Background: an optimization exercise with open tools, aiming at small area and a short achievable clock period. Do not read the settings as production practice. Only simulation tests tie the RTL to the original design; equivalence was not proved. No activity file was given, so power comes from the tool's default toggle rates.

## the reference run
==> flow/design.v (excerpt) <==
module tdisto_accum (
  input  logic        clk,
  input  logic        rst_n,
  input  logic        start,
  input  logic [15:0] tlambda,
  input  logic [31:0] sum_a,
  input  logic        done_a,
  input  logic [31:0] sum_b,
  input  logic        done_b,
  output logic        busy,
  output logic [31:0] disto,
  output logic        disto_valid,
  output logic        err
);
  localparam logic [1:0] S_IDLE = 2'd0;
  localparam logic [1:0] S_ACC  = 2'd1;
  localparam logic [1:0] S_MUL  = 2'd2;
  localparam logic [1:0] S_OUT  = 2'd3;
  function automatic logic [2:0] booth(input logic [2:0] b);
    booth[0] = b[1] ^ b[0];
    booth[1] = (b[2] & ~b[1] & ~b[0]) | (~b[2] & b[1] & b[0]);
    booth[2] = b[2] & ~(b[1] & b[0]);
  endfunction
  logic [1:0]  state_q;
  logic        pend_a_q, pend_b_q;
  logic        vld_q;
  logic [4:0]  cnt_q;
  logic        busy_q, disto_valid_q, err_q;
  logic [31:0] disto_q;
  logic [15:5] tl_q;
  logic [2:0]  neg_q, two_q, one_q;
  logic [31:0] hold_q;
  logic [30:0] acc_q;
  logic [32:0] r_q;
  logic [3:0]  l_q;
  logic in_acc, in_mul, in_out;
  assign in_acc = (state_q == S_ACC);
  assign in_mul = (state_q == S_MUL);
  assign in_out = (state_q == S_OUT);
  logic consume;
  assign consume = in_acc & pend_a_q & pend_b_q;
  logic        cap_a, cap_b;
  logic [31:0] a_d, b_d;
  logic [32:0] diff;
  logic [27:0] dq;
  logic        zq;
  assign cap_a = done_a & (~pend_a_q | pend_b_q);
  assign cap_b = done_b & (~pend_b_q | pend_a_q);
  ...
clock: 7.0 ns
lec_check: 0
cap_margin: 20
core_margin: 2
core_utilization: 85
setup_slack_margin: 2.5
slew_margin: 20
standard.sh (not shown) runs the stock make flow with config.mk's settings and CLKGATE_MAP_FILE= SYNTH_SCRIPT=/design/flow/synth_recipe.tcl, a recipe that flattens the netlist after the stock synthesis.
==> flow/flow/run.sh <==
#!/bin/bash
# The standard layout, with plain buffers on the ports instead of the
# delay-cell buffers that buffer_ports picks by default.
set -euo pipefail
export BUFFER_PORTS_ARGS="-buffer_cell sky130_fd_sc_hd__buf_1"
bash standard.sh finish > standard_flow.log 2>&1
Flow for the reference run halted at 5_1_grt, error code DPL-0038.
Input changes introduced in the trial run (baseline for comparison: the reference run):
# the reference run
export LEC_CHECK = 0
export CAP_MARGIN = 20
export CORE_MARGIN = 2
export CORE_UTILIZATION = 85
export SETUP_SLACK_MARGIN = 2.5
export SLEW_MARGIN = 20
create_clock -name core_clock -period 7.0 [get_ports {clk}]
# the trial run
export LEC_CHECK = 0
export CAP_MARGIN = 20
export CORE_MARGIN = 2
export CORE_UTILIZATION = 60
export SETUP_SLACK_MARGIN = 2.5
export SLEW_MARGIN = 20
create_clock -name core_clock -period 7.0 [get_ports {clk}]
Results
- The trial run completed end to end with timing, DRC and antenna clean.
- Comparing worst slack at placement for the trial run and the reference run, the smaller number came from the reference run.
- From the reference run to the trial run the numbers moved as follows: placement-stage cell area saw an increase, share of the synthesized area in compound gates (AO/OA/AOI/OAI) was more or less identical, simple logic cell fraction of the synthesized area neither gained nor lost much.

Another version of the RTL of tdisto_accum (not shown whole).
For scale: about 1800 cells after synthesis, ~150 flip-flops, about 120 I/O pins, about 15000 sq um of cells after synthesis.
## tdisto_accum
module tdisto_accum (
  input  logic        clk,
  input  logic        rst_n,
  input  logic        start,
  input  logic [15:0] tlambda,
  input  logic [31:0] sum_a,
  input  logic        done_a,
  input  logic [31:0] sum_b,
  input  logic        done_b,
  output logic        busy,
  output logic [31:0] disto,
  output logic        disto_valid,
  output logic        err
);
==> flow/config.mk <==
export PLATFORM = sky130hd
export DESIGN_NAME = tdisto_accum
export DESIGN_NICKNAME = tdisto_accum
export VERILOG_FILES = /design/flow/design.v
export SDC_FILE = /design/flow/constraint.sdc
export NUM_CORES = 4
export LEC_CHECK = 0
export CAP_MARGIN = 20
export CORE_MARGIN = 2
export CORE_UTILIZATION = 60
export SETUP_SLACK_MARGIN = 2.6
export SLEW_MARGIN = 20
==> flow/constraint.sdc <==
create_clock -name core_clock -period 7.0 [get_ports {clk}]
set_input_delay 1.4000 -clock core_clock [delete_from_list [all_inputs] [get_ports {clk}]]
set_output_delay 1.4000 -clock core_clock [all_outputs]
set_load 0.01 [all_outputs]
Scripts as last shown in full above: flow/flow/run.sh
==> next run, changes <==
- SETUP_SLACK_MARGIN: 2.6 -> 2.5
What happened:
- routed wire length drops by 0.52%
- die area is unchanged
- hold slack barely changes
- synthesized area stays the same
- first-iteration DRC count drops by 4.5%
- total power drops by 2.4%
- maximum frequency stays flat
- synthesized cell count stays the same
==> next run, changes <==
- SETUP_SLACK_MARGIN: 2.5 -> 3.2
Worst setup slack stays flat. Die area stays the same. Power goes up by 33%.
==> next run, changes <==
- SETUP_SLACK_MARGIN: 3.2 -> 2.7
=> Global-route usage is lower by 1.7 points. Die area is unchanged. Fmax grows slightly. Wire length falls by a few percent. Area after synthesis stays the same. Clock skew barely changes. Flip-flop and latch count is unchanged. Hold slack got worse by 0.021 ns.
==> next run, changes <==
- SETUP_SLACK_MARGIN: 2.7 -> 2.8
Result:
- maximum frequency went up by 1.5%
- total power went down by 1.1%
- combinational power stays flat
==> next run, changes <==
- SETUP_SLACK_MARGIN: 2.8 -> 3.0
=> The new run completed without violations; global-route usage climbs by 0.59 points; final area climbs by 5.6%; via count climbs by 3.5%; combinational power climbs by 27%; fmax climbs by 0.45%; first-iteration DRC count climbs by 16%; clock skew climbs by 0.010 ns; die area does not change; synthesized cell count is unchanged.

what the ideal ports hide:
No port has a modelled driver above. Below, the same layouts with a new extraction and two added sets of constraints. Step 1 sets driving cells, clkbuf_16 on the clock port and buf_2 on the other inputs (assumed; they add their load-dependent delay and slew). Step 2 moves the port delays by t, midway between the first and last clock arrival at a register: inputs arrive t later, outputs are due t later. That takes back most of the time a late clock gives input paths. Three values: ideal ports, drivers, drivers and shift; two values: the first two.
| run | t, ns | setup slack, ns | latest minus earliest clock arrival (ns) |
|---|---|---|---|
| the trial run | 0.493 | 2.451 / 2.451 / 2.207 | 0.021 / 0.021 |
| the first run of note 2 | 0.492 | 2.687 / 2.687 / 2.522 | 0.014 / 0.014 |
| the second run of note 2 | 0.493 | 2.690 / 2.690 / 2.497 | 0.016 / 0.016 |
| the third run of note 2 | 0.496 | 2.692 / 2.692 / 2.539 | 0.014 / 0.014 |
| the fourth run of note 2 | 0.496 | 2.754 / 2.754 / 2.577 | 0.014 / 0.014 |
| the fifth run of note 2 | 0.484 | 2.817 / 2.817 / 2.613 | 0.010 / 0.010 |
| the sixth run of note 2 | 0.493 | 2.836 / 2.836 / 2.572 | 0.021 / 0.021 |
After both steps every run listed still meets setup and hold. The setup slack of the sixth run of note 2, which loses most, moves by 0.000 ns with the drivers and by -0.264 ns with both steps.
